What follows belongs to an exercise in optimizing a design on an open flow for small area, a short achievable clock period and few clock cycles per item; a production flow would make more cautious choices.
Power is estimated from default activity; no workload was simulated.

==> flow/design.v <==
`default_nettype none
package arp_pkg;
  localparam int unsigned PACKET_FRAMES = 960;
  localparam int unsigned OUTPUT_RATE   = 48000;
  localparam int unsigned MIN_RATE      = 8000;
  localparam int unsigned RATE_W  = 19;
  localparam int unsigned PHASE_W = 21;   
  localparam int unsigned FRAME_W = 10;
  localparam int unsigned CFG_W   = 19;
  localparam int unsigned CIDX_W  = 2;
  localparam logic [CIDX_W-1:0] REG_SOURCE_RATE   = 2'd0;
  localparam logic [CIDX_W-1:0] REG_SAMPLE_FORMAT = 2'd1;
  localparam logic [CIDX_W-1:0] REG_STEREO_SOURCE = 2'd2;
  localparam logic [1:0] FMT_FLOAT = 2'd0;
  localparam logic [1:0] FMT_PCM16 = 2'd1;
  localparam logic [1:0] FMT_PCM32 = 2'd2;
  localparam logic [1:0] FMT_NONE  = 2'd3;
endpackage
`default_nettype wire
`default_nettype none
module arp_conv_pre (
  input  wire logic [31:0] raw_i,
  input  wire logic [1:0]  fmt_i,
  output logic      [15:0] v_o,      
  output logic      [3:0]  u_o,      
  output logic             st_o,     
  output logic             sgn_o,    
  output logic             big_o,    
  output logic             tiny_o    
);
  logic [7:0]  ex;
  logic [23:0] mant, q;
  logic [8:0]  mh;
  logic        nz14, b;
  logic [7:0]  x8, y8;
  logic        eq_ff, eq_00;
  arp_add #(.W(24)) u_sub (
    .a_i (mant),
    .b_i ({15'h7FFF, ~mh}),
    .c_i (!b),
    .s_o (q)
  );
  always_comb begin
    ex   = raw_i[30:23];
    mant = {1'b1, raw_i[22:0]};
    mh   = mant[23:15];
    nz14 = |mant[13:0];
    b    = mant[14] && (nz14 || mh[0]);
    x8    = mant[7:0];
    y8    = ~mh[7:0];
    eq_ff = &(x8 ^ y8);
    eq_00 = (x8 ^ y8) == {x8[6:0] | y8[6:0], 1'b0};
    st_o  = b ? !eq_00 : !eq_ff;
    u_o    = 4'(8'd126 - ex);
    sgn_o  = raw_i[31] && !((ex == 8'hFF) && (raw_i[22:0] != 23'd0));
    big_o  = ex >= 8'd127;
    tiny_o = ex <= 8'd110;
    case (fmt_i)
      arp_pkg::FMT_FLOAT: v_o = q[23:8];
      arp_pkg::FMT_PCM16: v_o = raw_i[15:0];
      default:            v_o = raw_i[31:16];
    endcase
  end
endmodule
module arp_conv_post (
  input  wire logic [15:0] v_i,
  input  wire logic [3:0]  u_i,
  input  wire logic        st_i,
  input  wire logic        sgn_i,
  input  wire logic        big_i,
  input  wire logic        tiny_i,
  input  wire logic        float_i,
  output logic      [15:0] sample_o
);
  logic [15:0] sh1, sh2, sh3, sh4, lmask, af, fin;
  logic        g2, s2, r2, rf;
  arp_add #(.W(16)) u_inc (
    .a_i (af ^ {16{sgn_i}}),
    .b_i (16'd0),
    .c_i (rf ^ sgn_i),
    .s_o (fin)
  );
  always_comb begin
    sh1   = u_i[3] ? {8'd0, v_i[15:8]} : v_i;
    sh2   = u_i[2] ? {4'd0, sh1[15:4]} : sh1;
    sh3   = u_i[1] ? {2'd0, sh2[15:2]} : sh2;
    sh4   = u_i[0] ? {1'd0, sh3[15:1]} : sh3;
    g2    = sh4[0];
    lmask = ~(16'hFFFF << u_i);
    s2    = st_i | (|(v_i & lmask));
    r2    = g2 && (s2 || sh4[1]);
    if (big_i) begin
      af = 16'h7FFF;
      rf = 1'b0;
    end else if (tiny_i) begin
      af = 16'h0000;
      rf = 1'b0;
    end else begin
      af = {1'b0, sh4[15:1]};
      rf = r2;
    end
    sample_o = float_i ? fin : v_i;
  end
endmodule
`default_nettype wire
`default_nettype none
module arp_add #(
  parameter int unsigned W = 8
) (
  input  wire logic [W-1:0] a_i,
  input  wire logic [W-1:0] b_i,
  input  wire logic         c_i,
  output logic      [W-1:0] s_o
);
  localparam int unsigned L = (W > 1) ? $clog2(W) : 1;
  logic [W-1:0] p;
  logic [W-1:0] gg [L+1];
  logic [W-1:0] pp [L+1];
  logic [W-1:0] cy;
  always_comb begin
    p     = a_i ^ b_i;
    gg[0] = a_i & b_i;
    pp[0] = p;
    for (int l = 0; l < L; l++) begin
      gg[l+1] = gg[l];
      pp[l+1] = pp[l];
      for (int i = 0; i < W; i++) begin
        if ((i >> l) & 1) begin
          gg[l+1][i] = gg[l][i] | (pp[l][i] & gg[l][((i >> l) << l) - 1]);
          pp[l+1][i] = pp[l][i] & pp[l][((i >> l) << l) - 1];
        end
      end
    end
    cy[0] = c_i;
    for (int i = 1; i < W; i++) cy[i] = gg[L][i-1] | (pp[L][i-1] & c_i);
    s_o = p ^ cy;
  end
endmodule
`default_nettype wire
`default_nettype none
module audio_resample_packetizer_unit (
  input  wire logic                       clk_i,
  input  wire logic                       rst_ni,
  input  wire logic                       in_valid_i,
  output logic                            in_ready_o,
  input  wire logic [31:0]                in_first_channel_i,
  input  wire logic [31:0]                in_second_channel_i,
  input  wire logic                       in_buffer_start_i,
  input  wire logic                       in_silent_i,
  input  wire logic [63:0]                in_time_ns_i,
  output logic                            out_valid_o,
  input  wire logic                       out_ready_i,
  output logic [15:0]                     out_left_sample_o,
  output logic [15:0]                     out_right_sample_o,
  output logic [15:0]                     out_packet_sequence_o,
  output logic                            out_first_of_packet_o,
  output logic                            out_last_of_packet_o,
  output logic [63:0]                     out_packet_time_ns_o,
  output logic                            out_last_of_run_o,
  input  wire logic                       cfg_we_i,
  input  wire logic [arp_pkg::CIDX_W-1:0] cfg_index_i,
  input  wire logic [arp_pkg::CFG_W-1:0]  cfg_wdata_i
);
  localparam int unsigned PW = arp_pkg::PHASE_W;
  localparam int unsigned RW = arp_pkg::RATE_W;
  localparam logic [PW-1:0] NEG_OUT = -PW'(arp_pkg::OUTPUT_RATE);
  logic [RW-1:0] rate_q;
  logic [1:0]    fmt_q;
  logic          stereo_q;
  logic [RW-1:0] wrate;
  assign wrate = (cfg_wdata_i[RW-1:0] < RW'(arp_pkg::MIN_RATE))
               ? RW'(arp_pkg::MIN_RATE) : cfg_wdata_i[RW-1:0];
  always_ff @(posedge clk_i or negedge rst_ni) begin
    if (!rst_ni) begin
      rate_q   <= RW'(arp_pkg::OUTPUT_RATE);
      fmt_q    <= arp_pkg::FMT_FLOAT;
      stereo_q <= 1'b1;
    end else if (cfg_we_i) begin
      unique case (cfg_index_i)
        arp_pkg::REG_SOURCE_RATE:   rate_q   <= wrate;
        arp_pkg::REG_SAMPLE_FORMAT: fmt_q    <= cfg_wdata_i[1:0];
        arp_pkg::REG_STEREO_SOURCE: stereo_q <= cfg_wdata_i[0];
        default: ;
      endcase
    end
  end
  logic [15:0] pv1, pv2, i_v1, i_v2;
  logic [3:0]  pu1, pu2, i_u1, i_u2;
  logic        pst1, pst2, psg1, psg2, pbg1, pbg2, ptn1, ptn2;
  logic        i_st1, i_st2, i_sg1, i_sg2, i_bg1, i_bg2, i_tn1, i_tn2;
  logic        i_v, i_start, i_silent;
  logic [63:0] t_q;
  arp_conv_pre u_pre1 (
    .raw_i (in_first_channel_i), .fmt_i (fmt_q),
    .v_o (pv1), .u_o (pu1), .st_o (pst1), .sgn_o (psg1), .big_o (pbg1), .tiny_o (ptn1)
  );
  arp_conv_pre u_pre2 (
    .raw_i (in_second_channel_i), .fmt_i (fmt_q),
    .v_o (pv2), .u_o (pu2), .st_o (pst2), .sgn_o (psg2), .big_o (pbg2), .tiny_o (ptn2)
  );
  logic               e_v, e_prod;
  logic [15:0]        e_l, e_r;
  logic [PW-1:0]      d_q, dn_q;
  logic [arp_pkg::FRAME_W-1:0] fip_q;
  logic [15:0]        seq_q;
  logic               first_q, plast_q, near_q;
  logic below, last, ov, take, step, fin, e_free, load_e, i_prod;
  logic hw, ef_now, ef_take, rdy_now, rdy_take;
  logic [PW-1:0] res, rm, res_m, res_r, dn_r;
  logic [15:0]   cl, cr;
  assign below  = d_q[PW-1];
  assign last   = !dn_q[PW-1];
  assign ov     = e_v && below && e_prod;
  assign take   = ov && out_ready_i;
  assign step   = e_v && below && (take || !e_prod);
  assign fin    = e_v && (!below || (last && step));
  assign e_free = !e_v || fin;
  assign load_e = e_free && i_v;
  assign i_prod = i_silent || (fmt_q != arp_pkg::FMT_NONE);
  assign hw       = !(i_v && !i_prod) && !(e_v && below && !e_prod && !last);
  assign ef_now   = !e_v || !below || (last && !e_prod);
  assign ef_take  = ov && last;
  assign rdy_now  = hw && (i_v ? (!near_q && ef_now) : (!near_q || ef_now));
  assign rdy_take = hw && ef_take && !(i_v && near_q);
  assign in_ready_o = rdy_now || (rdy_take && out_ready_i);
  assign res = below ? dn_q : d_q;
  assign rm  = PW'(rate_q) + NEG_OUT;
  arp_add #(.W(PW)) u_res_m (.a_i(res),  .b_i(NEG_OUT),     .c_i(1'b0), .s_o(res_m));
  arp_add #(.W(PW)) u_res_r (.a_i(res),  .b_i(rm),          .c_i(1'b0), .s_o(res_r));
  arp_add #(.W(PW)) u_dn_r  (.a_i(dn_q), .b_i(PW'(rate_q)), .c_i(1'b0), .s_o(dn_r));
  arp_conv_post u_post1 (
    .v_i (i_v1), .u_i (i_u1), .st_i (i_st1), .sgn_i (i_sg1), .big_i (i_bg1), .tiny_i (i_tn1),
    .float_i (fmt_q == arp_pkg::FMT_FLOAT), .sample_o (cl)
  );
  arp_conv_post u_post2 (
    .v_i (i_v2), .u_i (i_u2), .st_i (i_st2), .sgn_i (i_sg2), .big_i (i_bg2), .tiny_i (i_tn2),
    .float_i (fmt_q == arp_pkg::FMT_FLOAT), .sample_o (cr)
  );
  always_ff @(posedge clk_i) begin
    if (in_ready_o) begin
      i_v1     <= pv1;
      i_u1     <= pu1;
      i_st1    <= pst1;
      i_sg1    <= psg1;
      i_bg1    <= pbg1;
      i_tn1    <= ptn1;
      i_v2     <= pv2;
      i_u2     <= pu2;
      i_st2    <= pst2;
      i_sg2    <= psg2;
      i_bg2    <= pbg2;
      i_tn2    <= ptn2;
      i_start  <= in_buffer_start_i;
      i_silent <= in_silent_i;
      t_q      <= in_time_ns_i;
    end
    if (load_e) begin
      e_l    <= i_silent ? 16'd0 : cl;
      e_r    <= i_silent ? 16'd0 : (stereo_q ? cr : cl);
      e_prod <= i_prod;
    end
  end
  always_ff @(posedge clk_i or negedge rst_ni) begin
    if (!rst_ni) begin
      i_v     <= 1'b0;
      e_v     <= 1'b0;
      d_q     <= '0;
      dn_q    <= '0;
      fip_q   <= '0;
      seq_q   <= '0;
      first_q <= 1'b1;
      plast_q <= 1'b0;
      near_q  <= 1'b0;
    end else begin
      if (in_ready_o) i_v <= in_valid_i;
      else if (load_e) i_v <= 1'b0;
      if (load_e) begin
        e_v  <= 1'b1;
        d_q  <= i_start ? NEG_OUT : res_m;
        dn_q <= i_start ? rm : res_r;
      end else if (fin) begin
        e_v  <= 1'b0;
        d_q  <= res;
      end else if (step) begin
        d_q  <= dn_q;
        dn_q <= dn_r;
      end
      if (take) begin
        if (plast_q) begin
          fip_q <= '0;
          seq_q <= seq_q + 16'd1;
        end else begin
          fip_q <= fip_q + arp_pkg::FRAME_W'(1);
        end
        first_q <= plast_q;
        plast_q <= (fip_q == arp_pkg::FRAME_W'(arp_pkg::PACKET_FRAMES - 2));
        near_q  <= !plast_q && (fip_q >= arp_pkg::FRAME_W'(arp_pkg::PACKET_FRAMES - 13));
      end
    end
  end
  assign out_valid_o           = ov;
  assign out_left_sample_o     = e_l;
  assign out_right_sample_o    = e_r;
  assign out_packet_sequence_o = seq_q;
  assign out_first_of_packet_o = first_q;
  assign out_last_of_packet_o  = plast_q;
  assign out_packet_time_ns_o  = plast_q ? t_q : 64'd0;
  assign out_last_of_run_o     = last;
endmodule
`default_nettype wire
make LEC_CHECK=0 CAP_MARGIN=20 CORE_MARGIN=2 CORE_UTILIZATION=40 PLACE_DENSITY=0.6 SETUP_SLACK_MARGIN=4.5 SLEW_MARGIN=20 finish   # period 8.0 ns
run.sh (not shown) runs the stock make flow with config.mk's settings and CLKGATE_MAP_FILE= SYNTH_SCRIPT=/design/flow/synth_recipe.tcl, a recipe that flattens the netlist after the stock synthesis.
Rerun with:
--- a/flow/design.v
+++ b/flow/design.v
@@ -32,5 +32,5 @@
   logic [23:0] mant, q;
   logic [8:0]  mh;
-  logic        nz14, b;
+  logic        nz, nz14, g1, up1, b;
   logic [7:0]  x8, y8;
   logic        eq_ff, eq_00;
@@ -46,5 +46,8 @@
     mh   = mant[23:15];
     nz14 = |mant[13:0];
-    b    = mant[14] && (nz14 || mh[0]);
+    nz   = nz14 | mant[14];
+    g1   = mant[14] ^ nz14;
+    up1  = g1 && (nz14 || (mant[0] ^ mh[0] ^ nz));
+    b    = nz && !up1;
     x8    = mant[7:0];
     y8    = ~mh[7:0];
@@ -190,5 +193,5 @@
   logic        i_st1, i_st2, i_sg1, i_sg2, i_bg1, i_bg2, i_tn1, i_tn2;
   logic        i_v, i_start, i_silent;
-  logic [63:0] t_q;
+  logic [63:0] i_tns;
   arp_conv_pre u_pre1 (
     .raw_i (in_first_channel_i), .fmt_i (fmt_q),
@@ -201,10 +204,10 @@
   logic               e_v, e_prod;
   logic [15:0]        e_l, e_r;
+  logic [63:0]        e_tns;
   logic [PW-1:0]      d_q, dn_q;
   logic [arp_pkg::FRAME_W-1:0] fip_q;
   logic [15:0]        seq_q;
-  logic               first_q, plast_q, near_q;
+  logic               first_q, plast_q;
   logic below, last, ov, take, step, fin, e_free, load_e, i_prod;
-  logic hw, ef_now, ef_take, rdy_now, rdy_take;
   logic [PW-1:0] res, rm, res_m, res_r, dn_r;
   logic [15:0]   cl, cr;
@@ -218,10 +221,6 @@
   assign load_e = e_free && i_v;
   assign i_prod = i_silent || (fmt_q != arp_pkg::FMT_NONE);
-  assign hw       = !(i_v && !i_prod) && !(e_v && below && !e_prod && !last);
-  assign ef_now   = !e_v || !below || (last && !e_prod);
-  assign ef_take  = ov && last;
-  assign rdy_now  = hw && (i_v ? (!near_q && ef_now) : (!near_q || ef_now));
-  assign rdy_take = hw && ef_take && !(i_v && near_q);
-  assign in_ready_o = rdy_now || (rdy_take && out_ready_i);
+  assign in_ready_o = (!i_v || e_free) && !(i_v && !i_prod)
+                   && !(e_v && below && !e_prod && !last);
   assign res = below ? dn_q : d_q;
   assign rm  = PW'(rate_q) + NEG_OUT;
@@ -253,9 +252,10 @@
       i_start  <= in_buffer_start_i;
       i_silent <= in_silent_i;
-      t_q      <= in_time_ns_i;
+      i_tns    <= in_time_ns_i;
     end
     if (load_e) begin
       e_l    <= i_silent ? 16'd0 : cl;
       e_r    <= i_silent ? 16'd0 : (stereo_q ? cr : cl);
+      e_tns  <= i_tns;
       e_prod <= i_prod;
     end
@@ -271,5 +271,4 @@
       first_q <= 1'b1;
       plast_q <= 1'b0;
-      near_q  <= 1'b0;
     end else begin
       if (in_ready_o) i_v <= in_valid_i;
@@ -295,5 +294,4 @@
         first_q <= plast_q;
         plast_q <= (fip_q == arp_pkg::FRAME_W'(arp_pkg::PACKET_FRAMES - 2));
-        near_q  <= !plast_q && (fip_q >= arp_pkg::FRAME_W'(arp_pkg::PACKET_FRAMES - 13));
       end
     end
@@ -305,5 +303,5 @@
   assign out_first_of_packet_o = first_q;
   assign out_last_of_packet_o  = plast_q;
-  assign out_packet_time_ns_o  = plast_q ? t_q : 64'd0;
+  assign out_packet_time_ns_o  = plast_q ? e_tns : 64'd0;
   assign out_last_of_run_o     = last;
 endmodule
Die area came out higher by about 11%.
Global-route usage went down by 0.27 points.
Count of clock-buffer cells in the layout is higher by 5.
Routed wire length rose by 8.4%.
Combinational power went up by 74%.
Sequential share of layout area came out higher by 3.7 points.
Synthesized cell count goes up by 4.4%.
Maximum frequency went up by 0.73%.
Hold slack is worse by 63 ps.
No run of this note included a check of the RTL's function; only the layout flow was run.

## separate check: timing with driven ports
Ports are ideal in the flow. The routed layouts listed here were re-timed in OpenROAD. Step 1: set_driving_cell puts a clkbuf_16 on clk_i and a buf_2 on each other input, an assumption about the parent block. Step 2 adds t to the input delays and takes it off the output delays; t is the mean of the earliest and latest rising clock arrival at the registers after step 1. Input paths then give back, and output paths get back, about the clock's delay inside the block. a / b / c = ideal ports / drivers / drivers and shift; a / b = the first two.
run | t (ns) | setup WS [ns] | worst register clock-pin slew, ns
the first run | 0.635 | 3.809 / 3.757 / 3.757 | 0.07 / 0.07
the second run | 0.603 | 3.839 / 3.855 / 3.252 | 0.06 / 0.06
After both steps setup and hold are still met in every run listed. The setup slack of the second run, which loses most, moves by +0.016 ns with the drivers and by -0.587 ns with both steps.
